From an optimization exercise on the open Yosys and OpenROAD flow, aimed at small area, a short achievable clock period and few clock cycles per item; shortcuts taken in it are not production practice. At most, simulation tests tie the RTL to the original design; equivalence was not proved. Function not checked in runs 1 and 2: the RTL went through the layout flow alone. Power is estimated from default activity; no workload was simulated.

[design/flow/design.v]
`default_nettype none
package vsll_pkg;
  localparam int ADC_W = 12;
  localparam int REQ_W = 7;
  localparam int MV_W = 16;
  localparam int CC_W = 8;
  localparam int CNT_W = 16;
  localparam int CFG_IDX_W = 3;
  localparam int CFG_DATA_W = 16;
  localparam int ADC_FULL_SCALE = 4095;
  localparam logic [1:0] CLASS_LOW = 2'd0;
  localparam logic [1:0] CLASS_HIGH = 2'd1;
  localparam logic [1:0] CLASS_BAND = 2'd2;
  localparam logic [CFG_IDX_W-1:0] REG_LOW_THRESHOLD = 3'd0;
  localparam logic [CFG_IDX_W-1:0] REG_HIGH_THRESHOLD = 3'd1;
  localparam logic [CFG_IDX_W-1:0] REG_LIMIT_CEILING = 3'd2;
  localparam logic [CFG_IDX_W-1:0] REG_CONFIRM_CYCLES = 3'd3;
  localparam logic [CFG_IDX_W-1:0] REG_PAUSE_DOWN_INIT = 3'd4;
  localparam logic [CFG_IDX_W-1:0] REG_PAUSE_UP_LOW = 3'd5;
  localparam logic [CFG_IDX_W-1:0] REG_PAUSE_UP_HIGH = 3'd6;
  localparam logic [CFG_IDX_W-1:0] REG_MAX_NO_NOMINAL = 3'd7;
  localparam logic [MV_W-1:0] RST_LOW_THRESHOLD = 16'd11000;
  localparam logic [MV_W-1:0] RST_HIGH_THRESHOLD = 16'd13000;
  localparam logic [REQ_W-1:0] RST_LIMIT_CEILING = 7'd10;
  localparam logic [CC_W-1:0] RST_CONFIRM_CYCLES = 8'd4;
  localparam logic [CNT_W-1:0] RST_PAUSE_DOWN_INIT = 16'd10;
  localparam logic [CNT_W-1:0] RST_PAUSE_UP_LOW = 16'd50;
  localparam logic [CNT_W-1:0] RST_PAUSE_UP_HIGH = 16'd20;
  localparam logic [CNT_W-1:0] RST_MAX_NO_NOMINAL = 16'd1000;
  typedef struct packed {
    logic [ADC_W-1:0] adc_sample;
    logic [REQ_W-1:0] required_step;
  } in_item_t;
  typedef struct packed {
    logic [MV_W-1:0]  filtered_mv;
    logic [1:0]       level_class;
    logic [REQ_W-1:0] curr_limit;
    logic             limit_moved;
    logic             no_nominal_error;
    logic [CNT_W-1:0] error_total;
  } out_item_t;
  typedef struct packed {
    logic [MV_W-1:0]  low_threshold_mv;
    logic [MV_W-1:0]  high_threshold_mv;
    logic [REQ_W-1:0] limit_ceiling;
    logic [CC_W-1:0]  confirm_cycles;
    logic [CNT_W-1:0] pause_down_init;
    logic [CNT_W-1:0] pause_up_after_low;
    logic [CNT_W-1:0] pause_up_after_high;
    logic [CNT_W-1:0] max_no_nominal;
  } cfg_t;
  typedef struct packed {
    logic [1:0]       level_class;
    logic [REQ_W-1:0] curr_limit;
    logic             limit_moved;
    logic             no_nominal_error;
    logic [CNT_W-1:0] error_total;
  } lvl_res_t;
endpackage
`default_nettype wire
`default_nettype none
import vsll_pkg::*;
module voltage_sag_load_limiter #(
  parameter int AVG_DEPTH = 16,
  parameter int VREF_MV = 3300,
  parameter int DIVIDER_RATIO = 11
) (
  input  wire logic                            clk,
  input  wire logic                            rst,
  input  wire logic                            in_valid,
  output logic                                 in_stall,
  input  wire logic [18:0]                     in_data,
  output logic                                 out_valid,
  input  wire logic                            out_stall,
  output logic [42:0]                          out_data,
  input  wire logic                            cfg_we,
  input  wire logic [vsll_pkg::CFG_IDX_W-1:0]  cfg_index,
  input  wire logic [vsll_pkg::CFG_DATA_W-1:0] cfg_data
);
  logic [15:0] cfg_low, cfg_high, cfg_pdi, cfg_pul, cfg_puh, cfg_maxnn;
  logic [6:0]  cfg_ceil;
  logic [7:0]  cfg_cc;
  always_ff @(posedge clk) begin
    if (rst) begin
      cfg_low <= RST_LOW_THRESHOLD;
      cfg_high <= RST_HIGH_THRESHOLD;
      cfg_ceil <= RST_LIMIT_CEILING;
      cfg_cc <= RST_CONFIRM_CYCLES;
      cfg_pdi <= RST_PAUSE_DOWN_INIT;
      cfg_pul <= RST_PAUSE_UP_LOW;
      cfg_puh <= RST_PAUSE_UP_HIGH;
      cfg_maxnn <= RST_MAX_NO_NOMINAL;
    end else if (cfg_we) begin
      case (cfg_index)
        3'd0: cfg_low <= cfg_data;
        3'd1: cfg_high <= cfg_data;
        3'd2: cfg_ceil <= cfg_data[6:0];
        3'd3: cfg_cc <= cfg_data[7:0];
        3'd4: cfg_pdi <= cfg_data;
        3'd5: cfg_pul <= cfg_data;
        3'd6: cfg_puh <= cfg_data;
        default: cfg_maxnn <= cfg_data;
      endcase
    end
  end
  logic [6:0]  limit, prev_req;
  logic [7:0]  low_cnt, high_cnt;
  logic [15:0] raise_pause, lower_pause, nn_count, err_total;
  logic [15:0] mv_o;
  logic [1:0]  cls_o;
  logic        moved_o, nne_o;
  logic        err;
  logic aux_v;             
  logic v0, v1, v2, v3;
  logic blocked, fire, load3;
  logic stall_q;           
  assign in_stall = stall_q;
  assign blocked = out_valid && out_stall;
  assign fire = v3 && !blocked;
  assign load3 = !v3 || !blocked;
  always_ff @(posedge clk) begin
    if (rst) begin
      aux_v <= 1'b0;
      stall_q <= 1'b0;
      v0 <= 1'b0;
      v1 <= 1'b0;
      v2 <= 1'b0;
      v3 <= 1'b0;
      out_valid <= 1'b0;
    end else begin
      if (!aux_v) begin
        v0 <= in_valid;
        v1 <= v0;
        v2 <= v1;
      end
      aux_v <= !load3 && (aux_v || v2);
      stall_q <= !load3 && (aux_v || v2);
      if (load3) v3 <= aux_v || v2;
      if (fire) out_valid <= 1'b1;
      else if (!out_stall) out_valid <= 1'b0;
    end
  end
  logic [11:0] w0;
  logic [6:0]  req0, req1, req2;
  always_ff @(posedge clk) begin
    if (!aux_v) begin
      w0 <= in_data[18:7];
      req0 <= in_data[6:0];
      req1 <= req0;
      req2 <= req1;
    end
  end
  logic [11:0] win [1:16];
  logic [4:0]  fill;
  logic [15:0] sum;
  logic        shift;
  assign shift = v0 && !aux_v;
  always_ff @(posedge clk) begin
    if (shift) begin
      win[1] <= w0;
      for (int i = 2; i <= 16; i++) win[i] <= win[i-1];
    end
  end
  always_ff @(posedge clk) begin
    if (rst) begin
      fill <= '0;
      sum <= '0;
    end else if (shift) begin
      if (!fill[4]) fill <= fill + 5'd1;
      sum <= sum + 16'(w0) - 16'(fill[4] ? win[16] : 12'd0);
    end
  end
  logic [11:0] avg;
  logic [21:0] p2;
  assign avg = sum[15:4];
  always_ff @(posedge clk) begin
    if (!aux_v) p2 <= (22'(avg) << 10) - (22'(avg) << 8) + (22'(avg) << 6) - (22'(avg) << 3)
                     + 22'(avg);
  end
  logic [21:0] p3in;
  logic [11:0] ph;
  logic [11:0] pl;
  logic        pc;
  logic [15:0] mv3n;
  logic [17:0] m_s, m_c, lown, high18;
  logic [17:0] loA_s, loA_c, hiA_s, hiA_c, loA_d, hiA_d, loB_d, hiB_d;
  logic [15:0] mvA, mvB;
  logic [15:0] mv3;
  logic        lt3, gt3;
  logic [6:0]  req3;
  always_comb begin
    p3in = p2;
    ph = p3in[21:10];
    pl = {p3in[9:0], 2'b00};
    pc = (13'(ph) + 13'(pl) + 13'd1) >= 13'd4096;
    m_s = 18'(ph) ^ (18'(ph) << 1) ^ (18'(ph) << 3);
    m_c = ((18'(ph) & (18'(ph) << 1)) | (18'(ph) & (18'(ph) << 3))
          | ((18'(ph) << 1) & (18'(ph) << 3))) << 1;
    mvA = 16'(m_s + m_c);
    mvB = 16'(m_s + m_c + 18'd11);
    lown = ~(18'(cfg_low));
    high18 = 18'(cfg_high);
    loA_s = m_s ^ m_c ^ lown;
    loA_c = ((m_s & m_c) | (m_s & lown) | (m_c & lown)) << 1;
    loA_d = loA_s + loA_c + 18'd1;
    loB_d = loA_s + loA_c + 18'd12;
    hiA_s = high18 ^ ~m_s ^ ~m_c;
    hiA_c = ((high18 & ~m_s) | (high18 & ~m_c) | (~m_s & ~m_c)) << 1;
    hiA_d = hiA_s + hiA_c + 18'd2;
    hiB_d = hiA_s + hiA_c - 18'd9;
    mv3n = pc ? mvB : mvA;
  end
  logic [15:0] aux_mv;
  logic        aux_lt, aux_gt;
  logic [6:0]  aux_req;
  logic        lt3n, gt3n;
  assign lt3n = pc ? loB_d[17] : loA_d[17];
  assign gt3n = pc ? hiB_d[17] : hiA_d[17];
  always_ff @(posedge clk) begin
    if (!aux_v) begin
      aux_mv <= mv3n;
      aux_lt <= lt3n;
      aux_gt <= gt3n;
      aux_req <= req2;
    end
  end
  logic [6:0] req3n;
  logic [8:0] dA, dB, d3;
  logic [9:0] eA, eB, e3;
  logic       dzA, dzB, dmA, dmB, dpA, dpB;
  logic       dz3, dm3, dp3;
  logic       use_a;
  always_comb begin
    req3n = aux_v ? aux_req : req2;
    dA = 9'(req3n) - 9'(req3);
    dB = 9'(req3n) - 9'(prev_req);
    eA = 10'(req3n) - 10'(req3) - 10'(cfg_ceil);
    eB = 10'(req3n) - 10'(prev_req) - 10'(cfg_ceil);
    dzA = (req3n == req3);
    dzB = (req3n == prev_req);
    dmA = (8'(req3n) + 8'd1 == 8'(req3));
    dmB = (8'(req3n) + 8'd1 == 8'(prev_req));
    dpA = (8'(req3n) == 8'(req3) + 8'd1);
    dpB = (8'(req3n) == 8'(prev_req) + 8'd1);
  end
  always_ff @(posedge clk) begin
    if (load3) begin
      mv3 <= aux_v ? aux_mv : mv3n;
      lt3 <= aux_v ? aux_lt : lt3n;
      gt3 <= aux_v ? aux_gt : gt3n;
      req3 <= req3n;
      if (use_a) begin
        d3 <= dA;
        e3 <= eA;
        dz3 <= dzA;
        dm3 <= dmA;
        dp3 <= dpA;
      end else begin
        d3 <= dB;
        e3 <= eB;
        dz3 <= dzB;
        dm3 <= dmB;
        dp3 <= dpB;
      end
    end
  end
  logic        c_low, c_high;
  logic [15:0] rp, lp, et_inc;
  logic [7:0]  lc_n, hc_n;
  logic [15:0] rp_n, lp_n, nn_n;
  logic        up, down, hz, lim_nz;
  logic        nn_lt, nn_ge1, max_nz, max_le1, cmp_lt, cmp_ge1, cmp_ge2;
  logic [16:0] nn_gap;
  logic [9:0]  vm, v0c, vp, w;
  logic [6:0]  lm, l0, lp7, lim_n;
  logic        mm, m0, mp, moved;
  function automatic logic [7:0] clampm(input logic [9:0] v, input logic over, input logic eq,
                                        input logic [6:0] ceil, input logic [6:0] lim,
                                        input logic nz);
    logic [6:0] r;
    logic       m;
    if (v[9]) begin
      r = 7'd0;
      m = nz;
    end else if (over) begin
      r = ceil;
      m = (lim != ceil);
    end else begin
      r = v[6:0];
      m = !eq;
    end
    clampm = {m, r};
  endfunction
  always_comb begin
    c_low = lt3;
    c_high = !lt3 && gt3;
    rp = (raise_pause != 16'd0) ? raise_pause - 16'd1 : 16'd0;
    lp = (lower_pause != 16'd0) ? lower_pause - 16'd1 : 16'd0;
    lc_n = c_low ? ((low_cnt != 8'd0) ? low_cnt - 8'd1 : 8'd0) : cfg_cc;
    hc_n = c_high ? ((high_cnt != 8'd0) ? high_cnt - 8'd1 : 8'd0) : cfg_cc;
    lim_nz = (limit != 7'd0);
    up = c_low && (low_cnt[7:1] == 7'd0) && (raise_pause[15:1] == 15'd0) && (limit < cfg_ceil);
    hz = c_high && (high_cnt[7:1] == 7'd0);
    down = hz && (lower_pause[15:1] == 15'd0) && lim_nz;
    rp_n = (up || down) ? cfg_pdi : rp;
    lp_n = up ? cfg_pul : (down ? cfg_puh : lp);
    if (hz) nn_n = 16'd0;
    else if (nn_lt) nn_n = nn_count + 16'd1;
    else nn_n = nn_count;
    err = hz ? (cfg_maxnn == 16'd0) : nn_ge1;
    max_nz = (cfg_maxnn != 16'd0);
    max_le1 = (cfg_maxnn[15:1] == 15'd0);
    nn_gap = {1'b0, cfg_maxnn} - {1'b0, nn_count};
    cmp_lt = !nn_gap[16] && (nn_gap != 17'd0);
    cmp_ge1 = nn_gap[16] || (nn_gap[15:1] == 15'd0);
    cmp_ge2 = nn_gap[16] || (nn_gap[15:2] == 14'd0 && nn_gap[1:0] != 2'd3);
    et_inc = err_total + 16'd1;
    vm = 10'(limit) + {d3[8], d3} - 10'd1;
    v0c = 10'(limit) + {d3[8], d3};
    vp = 10'(limit) + {d3[8], d3} + 10'd1;
    w = 10'(limit) + e3;
    {mm, lm} = clampm(vm, !w[9] && (w[8:1] != 8'd0), dp3, cfg_ceil, limit, lim_nz);
    {m0, l0} = clampm(v0c, !w[9] && (w != 10'd0), dz3, cfg_ceil, limit, lim_nz);
    {mp, lp7} = clampm(vp, !w[9], dm3, cfg_ceil, limit, lim_nz);
    use_a = v3 && !err;
    lim_n = up ? lp7 : (down ? lm : l0);
    moved = up ? mp : (down ? mm : m0);
  end
  always_ff @(posedge clk) begin
    if (rst) begin
      limit <= 7'd0;
      prev_req <= RST_LIMIT_CEILING;
      low_cnt <= RST_CONFIRM_CYCLES;
      high_cnt <= RST_CONFIRM_CYCLES;
      raise_pause <= '0;
      lower_pause <= '0;
      nn_count <= '0;
      err_total <= '0;
    end else if (fire) begin
      limit <= lim_n;
      low_cnt <= lc_n;
      high_cnt <= hc_n;
      raise_pause <= rp_n;
      lower_pause <= lp_n;
      nn_count <= nn_n;
      if (err) err_total <= et_inc;
      else prev_req <= req3;
    end
  end
  always_ff @(posedge clk) begin
    if (fire) begin
      if (hz) begin
        nn_lt <= max_nz;
        nn_ge1 <= max_le1;
      end else if (nn_lt) begin
        nn_lt <= !nn_ge1;
        nn_ge1 <= cmp_ge2;
      end else begin
        nn_lt <= 1'b0;
        nn_ge1 <= 1'b1;
      end
    end else begin
      nn_lt <= cmp_lt;
      nn_ge1 <= cmp_ge1;
    end
  end
  always_ff @(posedge clk) begin
    if (fire) begin
      mv_o <= mv3;
      cls_o <= c_low ? CLASS_LOW : (c_high ? CLASS_HIGH : CLASS_BAND);
      moved_o <= moved;
      nne_o <= err;
    end
  end
  assign out_data = {mv_o, cls_o, limit, moved_o, nne_o, err_total};
endmodule
`default_nettype wire
[design/flow/flow/run.sh]
#!/bin/bash
# Standard layout, with two changes to how it is made (the clock period and every constraint
# stay as given): every port still gets a buffer, but a plain buf_2 instead of the default
# delay cell, and the timing repair aims at a tighter setup target than the clock period.
set -euo pipefail
bash standard.sh SETUP_SLACK_MARGIN=7 'BUFFER_PORTS_ARGS=-buffer_cell sky130_fd_sc_hd__buf_2' finish > standard_flow.log 2>&1
[design/flow/standard.sh]
#!/bin/bash
# synth_recipe.tcl (not shown) runs the flow's synth.tcl, then flattens the netlist and writes it again
# the make line also repeats each setting of config.mk as NAME=value (left out here)
make -C /OpenROAD-flow-scripts/flow DESIGN_CONFIG=/design/flow/config.mk WORK_HOME=/design/flow/orfs CLKGATE_MAP_FILE= SYNTH_SCRIPT=/design/flow/synth_recipe.tcl "${@:-finish}"
[design/flow/config.mk]
export PLATFORM = sky130hd
export DESIGN_NAME = voltage_sag_load_limiter
export DESIGN_NICKNAME = voltage_sag_load_limiter
export VERILOG_FILES = /design/flow/design.v
export SDC_FILE = /design/flow/constraint.sdc
export NUM_CORES = 4
export LEC_CHECK = 0
export CAP_MARGIN = 20
export CORE_MARGIN = 2
export CORE_UTILIZATION = 40
export PLACE_DENSITY = 0.6
export SLEW_MARGIN = 20
[design/flow/constraint.sdc]
create_clock -name core_clock -period 11.0 [get_ports {clk}]
set_input_delay 2.2000 -clock core_clock [delete_from_list [all_inputs] [get_ports {clk}]]
set_output_delay 2.2000 -clock core_clock [all_outputs]
set_load 0.01 [all_outputs]
==> impl_results.md, run 1 <==
* Run status: no timing/DRC/antenna violations
* CP cell instances: buf_4 > fa_1 > inv_2 > fa_1 > ha_4 > nand2_2 > o2111ai_4 > o31ai_4 > o21bai_1 > a21oi_1 > xor2_1 > or4_1 > o31a_1 > o221a_2
* Syn Nets at 3331
* Num rows at 100
* Fillers at 6963
* Vias post-DR at about 22000
* Part of the Yosys area used for sequential elements at between 40% and 50%
* Crit path max-delay cell type: fa_1
* DRC at 0
* Top cells by area, synth: edfxtp_1, dfxtp_1, ha_1
* Clk_skew at between 20 and 25 ps
* Seq cells post-synth at 571
* TritonCTS Buffers at 66
* CP arrival at 4580 ps
* Core area at approximately 75000 µm²
* Worst skew pair latency at about 600 ps
* Critical Path RT at ~11000 ps
* Max-slew headroom at a little under a third
* Synth Instances at approximately 3000
* Maximum VDD drop at 0.3361 mV
* Final WL at between 70000 and 80000 µm
* Worst-margin pin slew at about 1000 ps
* Power Dens Cells at 350.1 nW/µm²
* CTS tree: done
* Pre-antenna DRT Iters at 5
* RSZ-0062 raised after global routing: yes
* Die Y at ~280 µm
* Post-synth EDFFs at ~310
* Slack of the critical path at between 6000 and 7000 ps
* Multi-input gate area at roughly 15000 µm²
* I/O Buffers at 87
* Fmax at roughly 240 MHz
* Vias in the first global route at 20470
* First-pass GRT wire length at 112400 µm
* Total track usage at between 10% and 20%
* Die Wd at about 280 µm
* Top cell type's share of synthesized area at between 30% and 40%
* Worst min path class: register to register
* Fin util at 46.78%
* Reg area at about 15000 µm²
* Via/cell ratio at around 5.2
* Top delay family on crit path: adder cells
* Largest net degree at the start of global routing at about 140
* Yosys cell types at 79
* Critical Path End Type: register
* DR WL/cell at approximately 17 µm
* Post-Place Setup Slack at about 6400 ps
* Synth area leader: edfxtp_1
* Post-Place Cells at a little under 4000
* Layout cells sized above 1 at around an eighth
* Post-DRT Antenna Nets at 0
* Post-Synthesis Cell Area at just over 30000 µm²
* Reg clk slew, reported paths at around 60 ps
* Worst-path maximum fanout at 5
* Static Leak at between 10 and 15 nW
* Mapped Avg Cell Area at 10.06 µm²
* CTS Sinks at between 500 and 600
* Initial DRC Count at ~1200
* Worst Setup Path Type: register to register
* P&R area growth vs syn at 15.33%
* Final setup fails at 0
* Ys async rst share at 0%
* Initial cell density of the core at between 40 and 50%
* Setup_tns at 0 ps
* Most used cell, CP: fa_1
* Final Cycle Share at roughly two fifths
* Initial antenna violation count at 2
* Bufs and invs on worst path at 2
* Final Max Tran Viols at 0
* I/O pins at slightly below 90
* Fin cells at between 4000 and 5000
* Slowest cell delay on critical path at 560 ps
* CP startpoint kind: register
* Commonest register cell after synthesis: edfxtp_1
* Root Buffer: clkbuf_16
* Die Area at about 80000 µm²
* Nets at between 3000 and 4000
* Total power at 12.24 mW
* H-tree levels at 3
* Post-DP HPWL at 48380 µm
* Routability cong. at ~0.88
* Max Cap Viol at 0
* Clock tree buffer depth at 3
* Warning count from the yosys run at 2
* Overflow left after global routing at 0
* Final Hold Violating Endpoints at 0
* Fin crit period at around 4200 ps
## layout make-up
cell class | instances | area share (%)
Multi-Input combinational cell | 2093 | 42.86
Sequential cell | 571 | 41.70
Clock buffer | 93 | 5.364
Tap cell | 969 | 3.470
Timing Repair Buffer | 157 | 2.911
Inverter | 243 | 2.671
Clock inverter | 27 | 1.010
Antenna cell | 1 | 0.007161
## power breakdown
group	switching, mW	total, mW	internal [mW]	leakage (nW)
Clock	0.882	2.24	1.36	1.08
Combinational	3.95	7.24	3.30	7.29
Sequential	0.130	2.75	2.62	5.16
Total	4.96	12.2	7.28	13.5
## per-layer routing
| metal | vias to the layer above | GRT usage [%] | part of all wire [%] |
|---|---|---|---|
| met3 | 125 | 2.368 | 3.3 |
| li1 | 10890 | - | - |
| met2 | 415 | 29.28 | 46 |
| met1 | 10370 | 24.61 | 47 |
| met5 | - | 0 | 0 |
| met4 | 0 | 5.886 | 3.2 |
## cells in the final DEF (no fill, tap or decap), types with 20 or more instances in the layout
| cell | netlist | layout |
|---|---|---|
| a21oi_1 | 248 | 239 |
| nand4_1 | 28 | 28 |
| nand2_1 | 409 | 407 |
| buf_2 | 8 | 86 |
| nand3_1 | 51 | 47 |
| inv_1 | 240 | 221 |
| edfxtp_1 | 312 | 312 |
| buf_4 | 2 | 62 |
| and2_1 | 24 | 23 |
| o21ai_0 | 110 | 101 |
| nand2b_1 | 21 | 20 |
| fa_1 | 76 | 69 |
| o21a_1 | 24 | 24 |
| clkbuf_16 | 0 | 67 |
| nor2b_1 | 20 | 20 |
| o211ai_1 | 28 | 28 |
| mux2i_1 | 21 | 21 |
| nor3_1 | 79 | 69 |
| xnor2_1 | 106 | 105 |
| dfxtp_1 | 259 | 250 |
| a211oi_1 | 35 | 33 |
| a21o_1 | 47 | 47 |
| nand3b_1 | 33 | 33 |
| nor2_1 | 210 | 205 |
| ha_1 | 199 | 184 |
| xor2_1 | 52 | 48 |
| and3_1 | 20 | 20 |
## synthesized netlist by cell type, drive strengths merged, types with 6 or more instances
library cell / number
nand2: 409
nand3b: 33
edfxtp: 312
and3: 20
dfxtp: 259
o31a: 8
inv: 241
o221ai: 8
nor4: 19
and4: 6
o211ai: 28
nand4: 29
nor3b: 8
o21ai: 113
o22ai: 6
mux2: 11
mux2i: 21
or3: 18
a2111oi: 8
nor3: 79
a21o: 47
nor2b: 20
o31ai: 18
xor2: 52
fa: 76
and2: 24
or4: 11
clkbuf: 94
a211oi: 36
nor2: 210
a31oi: 11
a21boi: 6
ha: 199
a211o: 15
o21bai: 13
or2: 12
a221oi: 8
buf: 12
nand3: 51
o21a: 24
nand2b: 21
xnor2: 106
a21oi: 248
## flip-flops by register name, indices dropped and copies added (netlist names), 8 cells and up
name	cells
p2	22
cfg_maxnn	16
sum	16
cfg_pdi	16
err_total	16
e3	9
high_cnt	8
low_cnt	8
d3	8
cfg_high	16
nn_count	16
mv_o	16
mv3	16
raise_pause	16
cfg_cc	8
cfg_puh	16
aux_mv	16
cfg_pul	16
w0	12
win	192
lower_pause	16
cfg_low	16
## per-stage QoR
| step | instance area (µm²) | hold WS [ps] |
|---|---|---|
| 6_report | 34940 | 412.6 |
| 5_1_grt | 34940 | 419.2 |
| 4_1_cts | 34410 | 410.8 |
| 3_5_place_dp | 31720 | 404.5 |
| 3_3_place_gp | 31720 | 400.2 |
| 2_1_floorplan | 30350 | 400.3 |
## final timing paths
check                           startpoint        end  slack [ps]  cells past startpoint
worst min register to register   win[3][7]  win[4][7]         410                      0
worst min-delay path             win[3][7]  win[4][7]         410                      0
worst max register to register      p2[12]        gt3        6770                     14
worst max-delay path                p2[12]        gt3        6770                     14
## kinds of logic after synthesis
logic type / count (synthesis) / synth area share (%)
compound gates: 644 / 13.52
xor+xnor: 158 / 4.567
fa+ha+maj: 275 / 13.24
buf+inv: 349 / 4.406
flops: 571 / 48.03
mux: 32 / 1.103
simple gates: 984 / 15.13
## timing repair
action	CTS	global route
hold buffers	0	0
endpoints found under the setup margin	23	31
buffers inserted	30	22
pin swaps	15	34
resized for setup	57	81
==> run 2, diff against run 1 <==
--- a/design/flow/config.mk
+++ b/design/flow/config.mk
@@ -9,4 +9,5 @@
 export CORE_MARGIN = 2
 export CORE_UTILIZATION = 40
+export CTS_BUF_LIST = sky130_fd_sc_hd__clkbuf_4 sky130_fd_sc_hd__clkbuf_8
 export PLACE_DENSITY = 0.6
 export SLEW_MARGIN = 20
==> run 2 against run 1 <==
  * Final area is 0.37% lower
  * Flip-flop and latch count is the same
  * Highest routed layer unchanged
  * Combinational power fell by 1%
  * Via count is 1.0% higher
  * Wire length rose by 0.16%
  * First-iteration DRC count decreased by 0.58%
  * Maximum frequency grew 1.9%
  * Total power fell by 1.9%
  * Largest power group unchanged
  * Hold slack lost 10 ps
  * Utilization fell by 0.17 points
==> impl_results.md, run 2 <==
* Run status: no timing/DRC/antenna violations
* Max-slew headroom at a little over a fifth
* Core area at 74700 µm²
* Sequential share of power at a little under a quarter
* Overflow left after global routing at 0
* CP startpoint kind: register
* TritonCTS Buffers at 98
* Most flop-heavy register: win
* Final Max Tran Viols at 0
* Synth Instances at approximately 3000
* Max Cap Viol at 0
* Most frequent cells in the layout: nand2_1, edfxtp_1, dfxtp_1
* Final Hold Violating Endpoints at 0
* Critical Path End Type: register
* Fmax at about 240 MHz
* Post-synth EDFFs at 312
* Initial cell density of the core at around 41%
* RSZ-0062 raised after global routing: yes
* H-tree levels at 3
* Worst-margin pin slew at 1174 ps
* Int Pwr at between 7 and 8 mW
* Worst min path class: register to register
* Slack of the critical path at between 6000 and 7000 ps
* Die Area at around 78000 µm²
* Combinational share of power at 59.7%
* Reg clk slew, reported paths at about 70 ps
* DR WL/cell at 16.93 µm
* Final Cycle Share at between 30% and 40%
* Critical Path RT at approximately 11000 ps
* Clk_skew at between 60 and 70 ps
* Biggest regs: win: 192 flops, p2: 22 flops
* Crit path max-delay cell type: fa_1
* DRC at 0
* CTS tree: done
* Pre-antenna DRT Iters at 5
* Most common cell after layout, fill and taps aside: nand2_1
* Via/cell ratio at approximately 5.2
* Fin crit period at ~4200 ps
* NetSw at a little under 5 mW
* Power Dens Cells at around 340 nW/µm²
* P&R area growth vs syn at 14.90%
* Layout cells sized above 1 at approximately 14%
* Static Leak at approximately 14 nW
* Worst-path maximum fanout at 5
* Root Buffer: clkbuf_8
* Vias post-DR at 22030
* Part of the Yosys area used for sequential elements at 48.03%
* Initial antenna violation count at 3
* Ys async rst share at 0%
* Hold Buf Count CTS at 0
* Bufs and invs on worst path at 2
* Top delay family on crit path: adder cells
* CP arrival at 4640 ps
* Vias in the first global route at 20920
* Final setup fails at 0
* I/O Buffers at a little under 90
* CTS Sinks at 571
* Synth area leader: edfxtp_1
* Post-DP HPWL at between 40000 and 50000 µm
* Yosys cell types at slightly below 80
* Commonest register cell after synthesis: edfxtp_1
* Post-DRT Antenna Nets at 0
* Post-Synthesis Cell Area at approximately 30000 µm²
* Final Instance Area at ~35000 µm²
* Top cells by area, synth: edfxtp_1, dfxtp_1, ha_1
* Largest register FFs at about 190
* Post-Place Setup Slack at 6430 ps
* Worst skew pair latency at around 730 ps
* Worst Setup Path Type: register to register
* DP Area at 31720 µm²
* CP cell instances: buf_6 > fa_1 > inv_2 > fa_1 > ha_4 > o21ai_2 > o21ai_2 > a21oi_2 > xor2_1 > nor4b_2 > nand4_1 > or4_1 > o31a_1 > o221a_2
* Commonest cells in the netlist: nand2_1, edfxtp_1, dfxtp_1, a21oi_1, inv_1
* Warning count from the yosys run at 2
* Seq cells post-synth at 571
* Num rows at 100
* Setup_tns at 0 ps
* Slowest cell delay on critical path at 530 ps
* Syn Nets at about 3300
* Routability cong. at ~0.9
* Mapped Avg Cell Area at 10.06 µm²
* Die Y at ~280 µm
* Total track usage at around 18%
* Nets at around 3500
* Clock tree buffer depth at 3
* Switching Share at slightly above 40%
* Most frequent cell after synthesis: nand2_1
* Largest net degree at the start of global routing at roughly 140
* Top cell type's share of synthesized area at between 30 and 40%
* I/O pins at 88
* Maximum VDD drop at roughly 0.34 mV
* First-pass GRT wire length at 113400 µm
* Initial DRC Count at about 1200
* Die Wd at 279.2 µm
* Final WL at 71340 µm
* Clock power frac at 17.4%
[run 2: cell type report]
| cell class | count | area (µm²) |
|---|---|---|
| clock buffers | 142 | 1773 |
| clock inverters | 40 | 395.4 |
| inverters | 243 | 930.9 |
| fillers | 7044 | 39880 |
| multi-input cells | 2093 | 14960 |
| well taps | 969 | 1212 |
| diodes | 2 | 5.005 |
| repair buffers | 154 | 967.2 |
| flip-flops and latches | 571 | 14580 |
[run 2: per-layer routing]
layer  routed length [µm]  global-route usage (%)  vias up
met5                    0                       0        -
met4                 2243                   6.838        0
met3                 2579                   2.560      134
met1                33240                   24.47    10480
li1                     -                       -    10970
met2                33270                   29.43      445
[run 2: metrics by stage]
| stage | std cells | power (mW) | hold slack, ps | util [%] |
|---|---|---|---|---|
| final | 4214 | 12.01 | 402.5 | 46.61 |
| after global routing | 4214 | 12.92 | 414.6 | 46.61 |
| after CTS | 4193 | 11.29 | 416.4 | 45.97 |
| after detailed placement | 3980 | 8.455 | 404.5 | 42.46 |
| after global placement | 3980 | 8.453 | 400.2 | 42.46 |
| after floorplan | 3013 | 7.283 | 400.3 | - |
[run 2: cell families after synthesis]
kind of cell / count (synthesis) / synth area share, %
muxes: 32 / 1.103
buffers and inverters: 349 / 4.406
AOI/OAI and AO/OA: 644 / 13.52
xor gates and xnor gates: 158 / 4.567
and+or+nand+nor: 984 / 15.13
adders and majority gates: 275 / 13.24
DFF: 571 / 48.03
[run 2: timing repair]
item,4_1_cts,5_1_grt
buffers inserted,31,19
resized for setup,49,73
endpoints found under the setup margin,24,25
pin swaps,36,26
[run 2: power groups by stage]
stage | Combinational (mW) | Clock, mW | Sequential [mW]
after global placement | 5.64 | 0 | 2.81
after global routing | 7.91 | 2.25 | 2.76
after floorplan | 4.54 | 0 | 2.74
after CTS | 6.39 | 2.16 | 2.75
after detailed placement | 5.64 | 0 | 2.82
final | 7.17 | 2.09 | 2.75
[run 2: path summary, 6_finish.rpt]
| path | from | endpoint | slack (ps) | cells after the start |
|---|---|---|---|---|
| setup / recovery | p2[12] | gt3 | 6850 | 14 |
| hold / removal | req1[2] | req2[2] | 400 | 0 |
| setup reg to reg | p2[12] | gt3 | 6850 | 14 |
| hold reg to reg | req1[2] | req2[2] | 400 | 0 |
[run 2: worst register-to-register path: stages (launching register included)]
cell,delay [ps]
edfxtp_1,460
buf_6,160
fa_1,530
inv_2,60
fa_1,510
ha_4,340
o21ai_2,90
o21ai_2,190
a21oi_2,100
xor2_1,210
nor4b_2,230
nand4_1,100
or4_1,470
o31a_1,250
o221a_2,250
==> run 3, diff against run 2 <==
--- a/design/flow/design.v
+++ b/design/flow/design.v
@@ -112,5 +112,5 @@
   logic        err;
   logic aux_v;             
-  logic v0, v1, v2, v3;
+  logic v0, v1, v2, vq, v3;
   logic blocked, fire, load3;
   logic stall_q;           
@@ -124,4 +124,5 @@
       stall_q <= 1'b0;
       v0 <= 1'b0;
+      vq <= 1'b0;
       v1 <= 1'b0;
       v2 <= 1'b0;
@@ -133,8 +134,9 @@
         v1 <= v0;
         v2 <= v1;
+        vq <= v2;
       end
-      aux_v <= !load3 && (aux_v || v2);
-      stall_q <= !load3 && (aux_v || v2);
-      if (load3) v3 <= aux_v || v2;
+      aux_v <= !load3 && (aux_v || vq);
+      stall_q <= !load3 && (aux_v || vq);
+      if (load3) v3 <= aux_v || vq;
       if (fire) out_valid <= 1'b1;
       else if (!out_stall) out_valid <= 1'b0;
@@ -178,43 +180,46 @@
                      + 22'(avg);
   end
-  logic [21:0] p3in;
   logic [11:0] ph;
   logic [11:0] pl;
   logic        pc;
+  logic [11:0] qq;
+  logic [6:0]  reqq;
+  always_comb begin
+    ph = p2[21:10];
+    pl = {p2[9:0], 2'b00};
+    pc = (13'(ph) + 13'(pl) + 13'd1) >= 13'd4096;
+  end
+  always_ff @(posedge clk) begin
+    if (!aux_v) begin
+      qq <= ph + 12'(pc);
+      reqq <= req2;
+    end
+  end
   logic [15:0] mv3n;
   logic [17:0] m_s, m_c, lown, high18;
-  logic [17:0] loA_s, loA_c, hiA_s, hiA_c, loA_d, hiA_d, loB_d, hiB_d;
-  logic [15:0] mvA, mvB;
+  logic [17:0] lo_s, lo_c, hi_s, hi_c, lo_d, hi_d;
   logic [15:0] mv3;
   logic        lt3, gt3;
   logic [6:0]  req3;
+  logic        lt3n, gt3n;
   always_comb begin
-    p3in = p2;
-    ph = p3in[21:10];
-    pl = {p3in[9:0], 2'b00};
-    pc = (13'(ph) + 13'(pl) + 13'd1) >= 13'd4096;
-    m_s = 18'(ph) ^ (18'(ph) << 1) ^ (18'(ph) << 3);
-    m_c = ((18'(ph) & (18'(ph) << 1)) | (18'(ph) & (18'(ph) << 3))
-          | ((18'(ph) << 1) & (18'(ph) << 3))) << 1;
-    mvA = 16'(m_s + m_c);
-    mvB = 16'(m_s + m_c + 18'd11);
+    m_s = 18'(qq) ^ (18'(qq) << 1) ^ (18'(qq) << 3);
+    m_c = ((18'(qq) & (18'(qq) << 1)) | (18'(qq) & (18'(qq) << 3))
+          | ((18'(qq) << 1) & (18'(qq) << 3))) << 1;
+    mv3n = 16'(m_s + m_c);
     lown = ~(18'(cfg_low));
     high18 = 18'(cfg_high);
-    loA_s = m_s ^ m_c ^ lown;
-    loA_c = ((m_s & m_c) | (m_s & lown) | (m_c & lown)) << 1;
-    loA_d = loA_s + loA_c + 18'd1;
-    loB_d = loA_s + loA_c + 18'd12;
-    hiA_s = high18 ^ ~m_s ^ ~m_c;
-    hiA_c = ((high18 & ~m_s) | (high18 & ~m_c) | (~m_s & ~m_c)) << 1;
-    hiA_d = hiA_s + hiA_c + 18'd2;
-    hiB_d = hiA_s + hiA_c - 18'd9;
-    mv3n = pc ? mvB : mvA;
+    lo_s = m_s ^ m_c ^ lown;
+    lo_c = ((m_s & m_c) | (m_s & lown) | (m_c & lown)) << 1;
+    lo_d = lo_s + lo_c + 18'd1;
+    lt3n = lo_d[17];
+    hi_s = high18 ^ ~m_s ^ ~m_c;
+    hi_c = ((high18 & ~m_s) | (high18 & ~m_c) | (~m_s & ~m_c)) << 1;
+    hi_d = hi_s + hi_c + 18'd2;
+    gt3n = hi_d[17];
   end
   logic [15:0] aux_mv;
   logic        aux_lt, aux_gt;
   logic [6:0]  aux_req;
-  logic        lt3n, gt3n;
-  assign lt3n = pc ? loB_d[17] : loA_d[17];
-  assign gt3n = pc ? hiB_d[17] : hiA_d[17];
   always_ff @(posedge clk) begin
     if (!aux_v) begin
@@ -222,5 +227,5 @@
       aux_lt <= lt3n;
       aux_gt <= gt3n;
-      aux_req <= req2;
+      aux_req <= reqq;
     end
   end
@@ -232,5 +237,5 @@
   logic       use_a;
   always_comb begin
-    req3n = aux_v ? aux_req : req2;
+    req3n = aux_v ? aux_req : reqq;
     dA = 9'(req3n) - 9'(req3);
     dB = 9'(req3n) - 9'(prev_req);
--- a/design/flow/config.mk
+++ b/design/flow/config.mk
@@ -9,5 +9,4 @@
 export CORE_MARGIN = 2
 export CORE_UTILIZATION = 40
-export CTS_BUF_LIST = sky130_fd_sc_hd__clkbuf_4 sky130_fd_sc_hd__clkbuf_8
 export PLACE_DENSITY = 0.6
 export SLEW_MARGIN = 20
==> run 3 against run 2 <==
  * Sequential power grew 4%
  * Final cell count is 4.4% lower
  * Synthesized cell count is 3.3% lower
  * Global-route usage down 0.67 points
  * First-iteration DRC count increased by 20%
  * Largest cell class is now registers
  * Highest routed layer unchanged
==> impl_results.md, run 3 <==
* Run status: no timing/DRC/antenna violations
* Clock tree buffer depth at 3
* Static Leak at between 10 and 15 nW
* Reg area at roughly 15000 µm²
* Largest register FFs at between 150 and 200
* Critical hold path startpoint: req0[5]
* Most flop-heavy register: win
* Total track usage at 17.43%
* I/O pins at ~90
* Die Area at about 77000 µm²
* Worst-margin pin slew at 1055 ps
* Max Cap Viol at 0
* Maximum VDD drop at between 0.15 and 0.2 mV
* Most frequent cell after synthesis: nand2_1
* Die Y at between 200 and 300 µm
* Final Hold Violating Endpoints at 0
* Slowest cell delay on critical path at 590 ps
* TritonCTS Buffers at 66
* Final Cycle Share at 35.41%
* Pre-antenna DRT Iters at 6
* CP cell instances: or3_4 > or4_4 > o311ai_4 > buf_12 > mux2_2 > ha_1 > a21o_1 > a21o_1 > a21oi_1 > o21bai_1 > a21o_1 > a21oi_1 > xor2_1
* Flop-to-flop setup slack at just over 7000 ps
* Most common cell after layout, fill and taps aside: nand2_1
* Part of the Yosys area used for sequential elements at 50.44%
* Multi-input gate area at 13750 µm²
* Initial DRC Count at ~1400
* Initial antenna violation count at 2
* Fmax at 256.7 MHz
* RR Endpoint: e3[7]
* Worst-path maximum fanout at 11
* Largest net degree at the start of global routing at 126
* Post-Synthesis Cell Area at ~30000 µm²
* R2R depth at 13
* Top cell type's share of synthesized area at about 33%
* Via/cell ratio at 5.267
* Reg clk slew, reported paths at roughly 60 ps
* Commonest cells in the netlist: nand2_1, edfxtp_1, dfxtp_1, nor2_1, a21oi_1
* Die Wd at roughly 280 µm
* CTS tree: done
* Synth Instances at around 3000
* Num rows at 100
* Reg-to-Reg Start: high_cnt[2]
* Critical Path End Type: register
* RSZ-0062 raised after global routing: yes
* H-tree levels at 3
* Overflow left after global routing at 0
* Mapped Avg Cell Area at around 10 µm²
* Layout cells sized above 1 at 9.742%
* Biggest regs: win: 192 flops, p2: 22 flops
* Final WL at 67520 µm
* Setup_tns at 0 ps
* CP startpoint kind: register
* Worst min path class: register to register
* First-pass GRT wire length at roughly 110000 µm
* Max-slew headroom at around 30%
* Top cells by area, synth: edfxtp_1, dfxtp_1, ha_1
* Fin crit period at roughly 3900 ps
* Clk_skew at 31.57 ps
* Vias post-DR at 21230
* CP arrival at around 4200 ps
* Core area at around 74000 µm²
* Fillers at approximately 7000
* Post-synth EDFFs at between 300 and 400
* Most used cell, CP: a21o_1
* Nets at between 3000 and 4000
* Worst hold margin at between 400 and 500 ps
* CTS Sinks at between 500 and 600
* Worst Setup Path Type: register to register
* Root Buffer: clkbuf_16
* Hold depth at 0
* Critical Path RT at approximately 11000 ps
* P&R area growth vs syn at 13.54%
* Seq cells post-synth at a little under 600
* Initial cell density of the core at 40.40%
* DR WL/cell at about 17 µm
* Endpoint, Worst Hold: req1[5]
* Post-DP HPWL at approximately 47000 µm
* I/O Buffers at 87
* Warning count from the yosys run at 2
* Most frequent cells in the layout: nand2_1, edfxtp_1, nor2_1
* Final Max Tran Viols at 0
* Syn Nets at 3239
* Yosys cell types at 79
* Ys async rst share at 0%
* Worst skew pair latency at ~630 ps
* Vias in the first global route at ~21000
* Post-DRT Antenna Nets at 0
* Final setup fails at 0
* Power Dens Cells at about 250 nW/µm²
* Commonest register cell after synthesis: edfxtp_1
* Crit path max-delay cell type: or4_4
* DRC at 0
* Synth area leader: edfxtp_1
* Routability cong. at approximately 0.9
run 3: worst max-delay path by stage:
| stage | startpoint | depth (start not counted) | end |
|---|---|---|---|
| global route | sum[6] | 14 | p2[20] |
| CTS | lt3 | 13 | e3[7] |
| finish | high_cnt[2] | 13 | e3[7] |
| floorplan | out_stall | 1 | d3[0] |
| detailed placement | out_stall | 8 | limit[1] |
| global placement | out_stall | 8 | limit[1] |
run 3: stage by stage:
| stage | power, mW | instances | instance area, µm² | setup WS, ps | utilization (%) |
|---|---|---|---|---|---|
| CTS | 8.573 | 4012 | 33830 | 6965 | 45.52 |
| global route | 9.279 | 4030 | 34090 | 6938 | 45.87 |
| global placement | 6.140 | 3891 | 31480 | 6411 | 42.36 |
| floorplan | 5.433 | 2913 | 30040 | 7028 | - |
| detailed placement | 6.218 | 3891 | 31490 | 6332 | 42.37 |
| finish | 8.517 | 4030 | 34090 | 7105 | 45.87 |
run 3: where the power goes:
part	internal, mW	switching [mW]
combinational	1.52	1.87
clock	1.32	0.946
sequential	2.72	0.150
total	5.55	2.96
run 3: logic make-up after synthesis:
logic type      Yosys count  synth area share [%]
xor+xnor                134                 3.934
mux                      45                 1.546
flops                   591                 50.44
simple gates            961                 14.65
fa+ha+maj               283                 13.67
compound gates          565                 11.53
buf+inv                 334                 4.242
run 3: per-layer routing:
| layer | wire length, µm | share of wire (%) | up-vias | GRT usage [%] |
|---|---|---|---|---|
| met5 | 0 | 0 | - | 0 |
| met4 | 1992 | 3.0 | 0 | 6.071 |
| met3 | 3204 | 4.7 | 132 | 2.695 |
| met2 | 32720 | 48 | 490 | 29.98 |
| met1 | 29600 | 44 | 10210 | 22.29 |
| li1 | - | - | 10390 | - |
run 3: critical path, delay by kind of cell, from the launching register on:
kind / cells / cell delay [ps]
compound gates: 7 / 1300
simple gates: 2 / 1020
mux: 1 / 380
flops: 1 / 350
fa+ha+maj: 1 / 290
buf+inv: 1 / 180
xor+xnor: 1 / 90
run 3: final cells by class:
class / count / share of cell area, %
diodes: 2 / 0.01468
clock buffers: 85 / 5.322
multi-input cells: 1988 / 40.33
inverters: 238 / 2.672
clock inverters: 34 / 1.387
repair buffers: 123 / 2.246
well taps: 969 / 3.556
flip-flops and latches: 591 / 44.47
run 3: repair_timing:
action,CTS,global route
hold buffers,0,0
resized for setup,12,26
buffers inserted,2,14
endpoints found under the setup margin,28,17
pin swaps,1,10
cloned,0,1
Testbench counts of run 3, summed over its fixed seeds: cycles 8,192, items 8,000.
==> run 4, diff against run 3 <==
--- a/design/flow/config.mk
+++ b/design/flow/config.mk
@@ -9,4 +9,5 @@
 export CORE_MARGIN = 2
 export CORE_UTILIZATION = 40
+export CTS_BUF_LIST = sky130_fd_sc_hd__clkbuf_4 sky130_fd_sc_hd__clkbuf_8
 export PLACE_DENSITY = 0.6
 export SLEW_MARGIN = 20
==> run 4 against run 3 <==
  * Setup slack better by 15 ps
  * First-iteration DRC count hardly changed
  * Final area is 0.15% lower
  * Critical endpoint unchanged
  * Highest routed layer unchanged
  * Still clean
==> impl_results.md, run 4 <==
* Worst skew pair latency at 750 ps
* Critical Path RT at roughly 11000 ps
* Setup_tns at 0 ps
* Top delay family on crit path: compound AO/OA/AOI/OAI gates
* Commonest register cell after synthesis: edfxtp_1
* Fin crit period at just under 4000 ps
* Most frequent cell after synthesis: nand2_1
* Total track usage at between 15 and 20%
* Most used cell, CP: a21o_1
* Most flop-heavy register: win
* RR Endpoint: e3[7]
* Max Cap Viol at 0
* I/O pins at 88
* Most common cell after layout, fill and taps aside: nand2_1
* WP depth at 13
* CTS Sinks at about 590
* Post-Synthesis Cell Area at 30030 µm²
* Clk_skew at ~34 ps
* Num rows at 100
* H-tree levels at 3
* Layout cells sized above 1 at around an eighth
* Total power at 8.425 mW
* I/O Buffers at between 80 and 90
* Static Leak at 13.57 nW
* Crit path max-delay cell type: or4_4
* Post-DRT Antenna Nets at 0
* RSZ-0062 raised after global routing: no
* Syn Nets at around 3200
* Worst-margin pin slew at around 1100 ps
* Biggest regs: win: 192 flops, p2: 22 flops
* Warning count from the yosys run at 2
* DP Area at ~31000 µm²
* Via/cell ratio at 5.230
* Slowest cell delay on critical path at between 500 and 600 ps
* Critical Path End Type: register
* P&R area growth vs syn at 13.36%
* Run status: no timing/DRC/antenna violations
* Final Hold Violating Endpoints at 0
* Final Instance Area at ~34000 µm²
* DR WL/cell at around 17 µm
* Mapped Avg Cell Area at 10.31 µm²
* Final Cycle Share at a little over a third
* Maximum VDD drop at 0.1597 mV
* Pre-antenna DRT Iters at 5
* Die Wd at about 280 µm
* Clock tree buffer depth at 3
* CTS tree: done
* Routability cong. at 0.8985
* Hold Buf Count CTS at 0
* Vias post-DR at around 21000
* Largest net degree at the start of global routing at approximately 130
* Fmax at about 260 MHz
* Initial cell density of the core at about 40%
* Power Dens Cells at 247.5 nW/µm²
* Synth Instances at 2913
* Flop-to-flop setup slack at roughly 7100 ps
* Seq cells post-synth at ~590
* Top cell type's share of synthesized area at 33.10%
* Reg clk slew, reported paths at roughly 60 ps
* Largest register FFs at approximately 190
* CP arrival at 4330 ps
* Initial DRC Count at 1447
* Ys async rst share at 0%
* Overflow left after global routing at 0
* Fin util at 45.80%
* Commonest cells in the netlist: nand2_1, edfxtp_1, dfxtp_1, nor2_1, a21oi_1
* Root Buffer: clkbuf_8
* TritonCTS Buffers at between 90 and 100
* R2R depth at 13
* Final WL at between 60000 and 70000 µm
* Vias in the first global route at about 21000
* Synth area leader: edfxtp_1
* DRC at 0
* Fillers at about 7000
* Die Y at 278.0 µm
* Worst-path maximum fanout at 11
* Initial antenna violation count at 3
* Worst min path class: register to register
* Most frequent cells in the layout: nand2_1, edfxtp_1, nor2_1
* Part of the Yosys area used for sequential elements at approximately 50%
* CP startpoint kind: register
* Yosys cell types at between 70 and 80
* Worst Setup Path Type: register to register
* Worst setup path start: high_cnt[2]
* Post-synth EDFFs at ~330
* Max-slew headroom at 28.94%
* CP Capture Point: e3[7]
* Die Area at roughly 77000 µm²
* Reg-to-Reg Start: high_cnt[2]
* Final setup fails at 0
* Final Max Tran Viols at 0
* Core area at around 74000 µm²
* Top cells by area, synth: edfxtp_1, dfxtp_1, ha_1
* First-pass GRT wire length at between 100000 and 150000 µm
* Worst hold margin at approximately 400 ps
* CP cell instances: or3_4 > or4_4 > o311ai_4 > buf_12 > mux2_2 > ha_1 > a21o_1 > a21o_1 > a21oi_1 > o21bai_1 > a21o_1 > a21oi_1 > xor2_1
* Post-DP HPWL at approximately 47000 µm
* Nets at approximately 3400
* Bufs and invs on worst path at 1
==> run 4: cell families (layout without fill, tap and decap cells) <==
kind of cell / after synthesis / count (layout) / synth area share [%]
compound gates: 565 / 565 / 11.53
xor+xnor: 134 / 134 / 3.934
fa+ha+maj: 283 / 283 / 13.67
buf+inv: 334 / 542 / 4.242
flops: 591 / 591 / 50.44
mux: 45 / 45 / 1.546
other cells: 0 / 3 / 0
simple gates: 961 / 961 / 14.65
==> run 4: area by class of cell <==
| class | instances | area (µm²) | share of cell area [%] |
|---|---|---|---|
| clock buffers | 146 | 1841 | 5.407 |
| diodes | 3 | 7.507 | 0.02205 |
| flip-flops and latches | 591 | 15160 | 44.54 |
| repair buffers | 120 | 723.2 | 2.125 |
| well taps | 969 | 1212 | 3.562 |
| inverters | 238 | 908.4 | 2.669 |
| clock inverters | 38 | 440.4 | 1.294 |
| multi-input cells | 1988 | 13750 | 40.38 |
==> run 4: timing repair <==
action                     4_1_cts  5_1_grt
pin swaps                        1       10
setup endpoints to repair       28       15
buffers inserted                 2       12
hold endpoints to repair         0        0
gates cloned                     0        1
resized for setup               11       26
==> run 4: worst min-delay path by stage <==
stage / depth (start not counted) / endpoint / slack [ps] / startpoint
6_report: 0 / win[2][1] / 400 / win[1][1]
5_1_grt: 0 / win[10][4] / 410 / win[9][4]
4_1_cts: 0 / win[2][1] / 390 / win[1][1]
3_5_place_dp: 0 / win[5][4] / 400 / win[4][4]
3_3_place_gp: 0 / req1[6] / 400 / req0[6]
2_1_floorplan: 0 / mv_o[0] / 400 / mv3[0]
==> run 4: per-layer routing <==
layer | global-route usage (%) | up-vias | wire, µm
met4 | 7.374 | 0 | 2531
met1 | 22.00 | 10300 | 29830
met3 | 2.997 | 160 | 2967
met5 | 0 | - | 0
li1 | - | 10470 | -
met2 | 29.74 | 479 | 32630
==> run 4: worst register-to-register path: stages (launching register included) <==
cell and delay (ps):
dfxtp_1 350, or3_4 430, or4_4 590, o311ai_4 310, buf_12 180, mux2_2 380, ha_1 290, a21o_1 160
a21o_1 190, a21oi_1 170, o21bai_1 110, a21o_1 190, a21oi_1 180, xor2_1 90
==> run 4: stage by stage <==
stage | std cells | worst slack [ps]
6_report | 4093 | 7120
5_1_grt | 4093 | 6980
4_1_cts | 4077 | 6976
3_5_place_dp | 3891 | 6332
3_3_place_gp | 3891 | 6411
2_1_floorplan | 2913 | 7028
==> run 4: power by group <==
part / leakage, nW / switching [mW] / total (mW) / internal, mW
clock network: 1.19 / 0.952 / 2.17 / 1.22
registers: 5.36 / 0.151 / 2.87 / 2.72
logic: 7.01 / 1.87 / 3.38 / 1.51
==> run 5, diff against run 4 <==
--- a/design/flow/config.mk
+++ b/design/flow/config.mk
@@ -8,6 +8,6 @@
 export CAP_MARGIN = 20
 export CORE_MARGIN = 2
-export CORE_UTILIZATION = 40
+export CORE_UTILIZATION = 55
 export CTS_BUF_LIST = sky130_fd_sc_hd__clkbuf_4 sky130_fd_sc_hd__clkbuf_8
-export PLACE_DENSITY = 0.6
+export PLACE_DENSITY = 0.7
 export SLEW_MARGIN = 20
==> run 5 against run 4 <==
  * Still clean
  * Maximum frequency grew 0.75%
  * Clock skew grew 23 ps
  * Non-clock buffer count shrank 8
==> impl_results.md, run 5 <==
* Run status: no timing/DRC/antenna violations
* Post-synthesis mux area share at ~1.5%
* Clk_skew at 57.14 ps
* Worst setup path start: stall_q
* Hold Buf Count CTS at 0
* I/O Buffers at 87
* Part of the Yosys area used for sequential elements at 50.44%
* Reg clk slew, reported paths at around 60 ps
* Yosys cell types at 79
* Most frequent cell after synthesis: nand2_1
* R2R depth at 16
* Worst Setup Path Type: register to primary output
* P&R area growth vs syn at 11.11%
* Routability cong. at approximately 0.9
* Layout cells sized above 1 at between 10% and 20%
* Post-Synthesis Cell Area at about 30000 µm²
* Largest register FFs at 192
* Most flop-heavy register: win
* Initial DRC Count at about 1600
* Fmax at about 260 MHz
* Synth Area in XOR/XNOR at under 10%
* Simple-Gate Fraction of Synth Area at between 10 and 15%
* Post-synthesis adder-cell area fraction at between 10% and 20%
* GR Layer Usage met2 at about two fifths
* Slowest cell delay on critical path at around 440 ps
* I/O pins at between 80 and 90
* Die Wd at around 240 µm
* Post-DRT Antenna Nets at 0
* Syn Nets at about 3200
* Setup_tns at 0 ps
* First-pass GRT wire length at ~110000 µm
* CTS Sinks at just under 600
* Synth area leader: edfxtp_1
* Commonest cells in the netlist: nand2_1, edfxtp_1, dfxtp_1, nor2_1, a21oi_1
* Crit path max-delay cell type: dfxtp_2
* Top cells by area, synth: edfxtp_1, dfxtp_1, ha_1
* Overflow left after global routing at 0
* Mapped Avg Cell Area at around 10 µm²
* Final Hold Violating Endpoints at 0
* Reg-to-Reg Start: sum[5]
* Max-slew headroom at between 30% and 40%
* Clock tree buffer depth at 3
* Largest family of logic cells by synthesized area: simple AND/OR/NAND/NOR gates
* Seq cells post-synth at about 600
* Die Area at 56480 µm²
* Worst min path class: register to register
* Worst-path maximum fanout at ~40
* Grt met3 use at around 3.7%
* CP Capture Point: in_stall
* Final Cycle Share at about a third
* Via/cell ratio at approximately 5.7
* Final Max Tran Viols at 0
* Max Cap Viol at 0
* H-tree levels at 3
* Most frequent cells in the layout: nand2_1, edfxtp_1, nor2_1
* Num rows at 85
* CP arrival at about 1700 ps
* Critical Path RT at slightly below 9000 ps
* Critical Path End Type: primary output
* Maximum VDD drop at roughly 0.24 mV
* Die Y at ~240 µm
* Core area at 53920 µm²
* Pre-antenna DRT Iters at 6
* Ys async rst share at 0%
* Most common cell after layout, fill and taps aside: nand2_1
* Biggest regs: win: 192 flops, p2: 22 flops
* Final setup fails at 0
* Fin crit period at about 3900 ps
* Worst hold margin at 398.4 ps
* Initial antenna violation count at 2
* Vias post-DR at around 22000
* TritonCTS Buffers at 91
* Vias in the first global route at approximately 21000
* Post-DP HPWL at ~46000 µm
* Synth Instances at about 2900
* Largest net degree at the start of global routing at approximately 140
* Post-synth EDFFs at around 330
* Initial cell density of the core at 55.69%
* DRC at 0
* Warning count from the yosys run at 2
* Nets at 3348
* RR Endpoint: p2[20]
* DR WL/cell at roughly 18 µm
* RSZ-0062 raised after global routing: yes
* Flop-to-flop setup slack at 7150 ps
* Top cell type's share of synthesized area at 33.10%
* Post-synthesis compound-gate area fraction at a little under an eighth
* CP cell instances: buf_6 > buf_2
* Most Crowded Layer GR: met2
* Commonest register cell after synthesis: edfxtp_1
* Root Buffer: clkbuf_8
* Worst skew pair latency at ~700 ps
* Final WL at 66750 µm
* CTS tree: done
* CP startpoint kind: register
* Worst-margin pin slew at around 1000 ps
* Static Leak at roughly 13 nW
* M1 GR Usage at a little under a third
* Power Dens Cells at about 250 nW/µm²
* Total track usage at between 20% and 30%
## run 5: cell families after synthesis
group	count (synthesis)
AOI/OAI and AO/OA	565
and+or+nand+nor	961
DFF	591
xor gates and xnor gates	134
buffers and inverters	334
adders and majority gates	283
muxes	45
## run 5: per-stage QoR
| step | utilization [%] | cell area, µm² | instances | setup WS (ps) | total power [mW] |
|---|---|---|---|---|---|
| floorplan | - | 30040 | 2913 | 7028 | 5.433 |
| global placement | 57.74 | 31130 | 3618 | 6454 | 6.084 |
| detailed placement | 57.75 | 31140 | 3618 | 6398 | 6.228 |
| CTS | 61.54 | 33180 | 3791 | 7001 | 8.234 |
| global route | 61.86 | 33350 | 3798 | 6977 | 8.956 |
| finish | 61.87 | 33360 | 3801 | 7149 | 8.257 |
## run 5: worst min-delay path by stage
| stage | cells after the start | from | end |
|---|---|---|---|
| 5_1_grt | 0 | req0[6] | req1[6] |
| 3_5_place_dp | 0 | mv3[7] | mv_o[7] |
| 4_1_cts | 0 | req0[5] | req1[5] |
| 3_3_place_gp | 0 | win[5][5] | win[6][5] |
| 6_report | 0 | mv3[7] | mv_o[7] |
| 2_1_floorplan | 0 | mv3[0] | mv_o[0] |
## run 5: per-layer routing
| metal | routed length, µm | share of wire (%) | vias up |
|---|---|---|---|
| met1 | 29120 | 44 | 10330 |
| met5 | 0 | 0 | - |
| met2 | 32230 | 48 | 597 |
| li1 | - | - | 10430 |
| met3 | 3324 | 5.0 | 142 |
| met4 | 2068 | 3.1 | 0 |
## run 5: worst max-delay path: cells and delay by family, from the launching register on
family / cells / cell delay (ps)
DFF: 1 / 440
buffers and inverters: 2 / 520
## run 5: what timing repair did
action,4_1_cts,5_1_grt
buffers inserted,1,5
setup endpoints to repair,13,34
gates cloned,0,1
pin swaps,2,14
resized for setup,11,33
## run 5: report_power, final
group	switching (mW)	internal, mW	leakage (nW)
combinational	1.91	1.53	6.97
sequential	0.154	2.72	5.36
clock	0.878	1.06	1.07
## run 5: final cells by class
| type | count | area, µm² |
|---|---|---|
| Clock buffer | 144 | 1763 |
| Inverter | 238 | 910.9 |
| Multi-Input combinational cell | 1988 | 13750 |
| Timing Repair Buffer | 112 | 666.9 |
| Antenna cell | 4 | 10.01 |
| Sequential cell | 591 | 15160 |
| Fill cell | 4351 | 20560 |
| Tap cell | 696 | 870.8 |
| Clock inverter | 28 | 232.7 |
==> run 6, diff against run 5 <==
--- a/design/flow/config.mk
+++ b/design/flow/config.mk
@@ -8,6 +8,8 @@
 export CAP_MARGIN = 20
 export CORE_MARGIN = 2
-export CORE_UTILIZATION = 55
-export CTS_BUF_LIST = sky130_fd_sc_hd__clkbuf_4 sky130_fd_sc_hd__clkbuf_8
-export PLACE_DENSITY = 0.7
+export CORE_UTILIZATION = 40
+export CTS_BUF_LIST = sky130_fd_sc_hd__clkbuf_8 sky130_fd_sc_hd__clkbuf_16
+export CTS_CLUSTER_DIAMETER = 80
+export CTS_CLUSTER_SIZE = 20
+export PLACE_DENSITY = 0.6
 export SLEW_MARGIN = 20
==> run 6 against run 5 <==
  * Area after synthesis did not move
  * Hold slack improved by 14 ps
  * Clock power fell by 23%
  * Die area rose by 37%
  * Sequential share of layout area rose by 0.42 points
==> impl_results.md, run 6 <==
* Run status: no timing/DRC/antenna violations
* Top cells by area, synth: edfxtp_1, dfxtp_1, ha_1
* Post-DP HPWL at approximately 47000 µm
* Die Area at just under 80000 µm²
* Worst hold margin at between 400 and 500 ps
* Worst min path class: register to register
* RSZ-0062 raised after global routing: yes
* Most frequent cells in the layout: nand2_1, edfxtp_1, nor2_1
* Post-DRT Antenna Nets at 0
* Largest register FFs at 192
* Final setup fails at 0
* Total power at approximately 7.8 mW
* Nets at 3306
* Mapped Avg Cell Area at approximately 10 µm²
* Warning count from the yosys run at 2
* Max Cap Viol at 0
* TritonCTS Buffers at 39
* Maximum VDD drop at 0.1552 mV
* M1 GR Usage at approximately 22%
* CP startpoint kind: register
* Yosys cell types at 79
* Flop-to-flop setup slack at around 7000 ps
* Final Cycle Share at between 30% and 40%
* Layout cells sized above 1 at 8.306%
* Die Wd at between 200 and 300 µm
* Top cell type's share of synthesized area at between 30% and 40%
* Setup_tns at 0 ps
* Die Y at around 280 µm
* Simple-Gate Fraction of Synth Area at 14.65%
* Vias post-DR at approximately 21000
* Commonest cells in the netlist: nand2_1, edfxtp_1, dfxtp_1, nor2_1, a21oi_1
* Worst skew pair latency at ~610 ps
* Critical Path End Type: register
* Critical Path RT at about 11000 ps
* Slack of the critical path at 7129 ps
* Grt met3 use at 2.426%
* Crit path max-delay cell type: o41ai_1
* Most used cell, CP: a21o_1
* CP arrival at about 4200 ps
* P&R area growth vs syn at 10.08%
* Post-Place Setup Slack at between 6000 and 7000 ps
* I/O Buffers at between 80 and 90
* Reg clk slew, reported paths at 90 ps
* Post-synth EDFFs at 331
* Post-Synthesis Cell Area at 30030 µm²
* Final WL at roughly 67000 µm
* Most Crowded Layer GR: met2
* DR WL/cell at around 17 µm
* Worst Setup Path Type: register to register
* Worst-margin pin slew at between 900 and 1000 ps
* First-pass GRT wire length at approximately 110000 µm
* H-tree levels at 2
* Max-slew headroom at 34.06%
* CP cell instances: nand2b_2 > o41ai_1 > o311ai_4 > buf_12 > mux2_2 > ha_1 > a21o_1 > a21o_1 > a21oi_1 > o21bai_1 > a21o_1 > a21oi_1 > xor2_1
* Vias in the first global route at around 21000
* CTS Sinks at between 500 and 600
* Initial cell density of the core at 40.40%
* Most flop-heavy register: win
* Fmax at 258.4 MHz
* Static Leak at around 13 nW
* Num rows at 100
* Fin crit period at 3871 ps
* DRC at 0
* Power Dens Cells at 234.6 nW/µm²
* Post-synthesis compound-gate area fraction at 11.53%
* Slowest cell delay on critical path at roughly 760 ps
* Most frequent cell after synthesis: nand2_1
* Synth Area in XOR/XNOR at between 3 and 4%
* Via/cell ratio at about 5.3
* Synth area leader: edfxtp_1
* Core area at ~74000 µm²
* Post-synthesis mux area share at approximately 1.5%
* Total track usage at between 10% and 20%
* Clock tree buffer depth at 3
* Seq cells post-synth at ~590
* Largest net degree at the start of global routing at ~130
* Largest family of logic cells by synthesized area: simple AND/OR/NAND/NOR gates
* Ys async rst share at 0%
* Post-synthesis adder-cell area fraction at between 10 and 15%
* Routability cong. at roughly 0.90
* Root Buffer: clkbuf_16
* Final Max Tran Viols at 0
* Pre-antenna DRT Iters at 5
* Initial DRC Count at approximately 1500
* Worst-path maximum fanout at 12
* Syn Nets at approximately 3200
* Overflow left after global routing at 0
* Part of the Yosys area used for sequential elements at 50.44%
* Commonest register cell after synthesis: edfxtp_1
* CTS tree: done
* Biggest regs: win: 192 flops, p2: 22 flops
* I/O pins at 88
* Final Hold Violating Endpoints at 0
* Initial antenna violation count at 2
* Synth Instances at approximately 2900
* Clk_skew at around 28 ps
* GR Layer Usage met2 at between 20 and 30%
* Most common cell after layout, fill and taps aside: nand2_1
[run 6: cell counts after synthesis]
Identical to the previous run, type by type.
[run 6: kinds of logic after synthesis]
family	after synthesis
xor gates and xnor gates	134
adders and majority gates	283
AOI/OAI and AO/OA	565
DFF	591
and+or+nand+nor	961
buffers and inverters	334
muxes	45
[run 6: stage by stage]
| step | area, µm² | std cells | util [%] |
|---|---|---|---|
| floorplan | 30040 | 2913 | - |
| global placement | 31480 | 3891 | 42.36 |
| detailed placement | 31490 | 3891 | 42.37 |
| CTS | 32810 | 3964 | 44.15 |
| global route | 33050 | 3981 | 44.47 |
| finish | 33050 | 3981 | 44.47 |
[run 6: path summary, 6_finish.rpt]
path                            startpoint  endpoint  depth (start not counted)
worst min register to register      mv3[7]   mv_o[7]                          0
worst max register to register         lt3     e3[7]                         13
worst max-delay path                   lt3     e3[7]                         13
worst min-delay path                mv3[7]   mv_o[7]                          0
[run 6: worst max-delay path: cells and delay by family (launching register included)]
kind / cells / cell delay, ps
buffers and inverters: 1 / 200
DFF: 1 / 410
AOI/OAI and AO/OA: 8 / 2000
xor gates and xnor gates: 1 / 90
adders and majority gates: 1 / 290
and+or+nand+nor: 1 / 300
muxes: 1 / 310
[run 6: cell type report]
cell class                      instances  area (µm²)
Antenna cell                            2       5.005
Tap cell                              969        1212
Clock buffer                           41        1003
Inverter                              238       910.9
Sequential cell                       591       15160
Clock inverter                         30       250.2
Timing Repair Buffer                  122       762.0
Multi-Input combinational cell       1988       13750
Fill cell                            7047       41270
[run 6: report_power, final]
part / total [mW] / internal, mW / leakage (nW) / switching (mW)
logic: 3.39 / 1.52 / 7.03 / 1.87
clock network: 1.49 / 0.692 / 0.665 / 0.803
registers: 2.87 / 2.72 / 5.36 / 0.151
[run 6: metal layers]
metal,vias to the layer above,share of wire [%]
met1,10200,44
met3,133,4.6
met5,-,0
met2,476,48
met4,0,3.4
li1,10310,-
[run 6: repair_timing]
item	4_1_cts	5_1_grt
gates resized for setup	13	28
buffers inserted	2	13
hold buffers	0	0
gates cloned	0	1
pin swaps	1	13
setup endpoints to repair	27	17

## separate check: timing with driven ports
The flow's constraints put no driver on any port. The routed layouts listed below were extracted and timed again, unchanged, in two steps. Step 1: set_driving_cell puts a clkbuf_16 on clk and a buf_2 on each other input, an assumption about the parent block. Step 2 adds t to the input delays and takes it off the output delays; t is the mean of the earliest and latest rising clock arrival at the registers after step 1. Input paths then give back, and output paths get back, about the clock's delay inside the block. Slacks: ideal / step 1 / step 2; pairs: ideal / step 1.
| run | t (ns) | setup WS [ns] | clock arrival spread, ns |
|---|---|---|---|
| run 1 | 0.655 | 6.766 / 6.766 / 6.567 | 0.022 / 0.021 |
| run 2 | 0.761 | 6.846 / 6.846 / 6.501 | 0.065 / 0.066 |
| run 3 | 0.676 | 7.105 / 7.105 / 6.578 | 0.042 / 0.043 |
| run 4 | 0.786 | 7.120 / 7.120 / 6.455 | 0.051 / 0.051 |
| run 5 | 0.738 | 7.149 / 7.098 / 6.527 | 0.057 / 0.058 |
| run 6 | 0.656 | 7.129 / 7.129 / 6.594 | 0.029 / 0.030 |
After both steps every run listed still meets setup and hold. The setup slack of run 4, which loses most, moves by 0.000 ns with the drivers and by -0.665 ns with both steps.
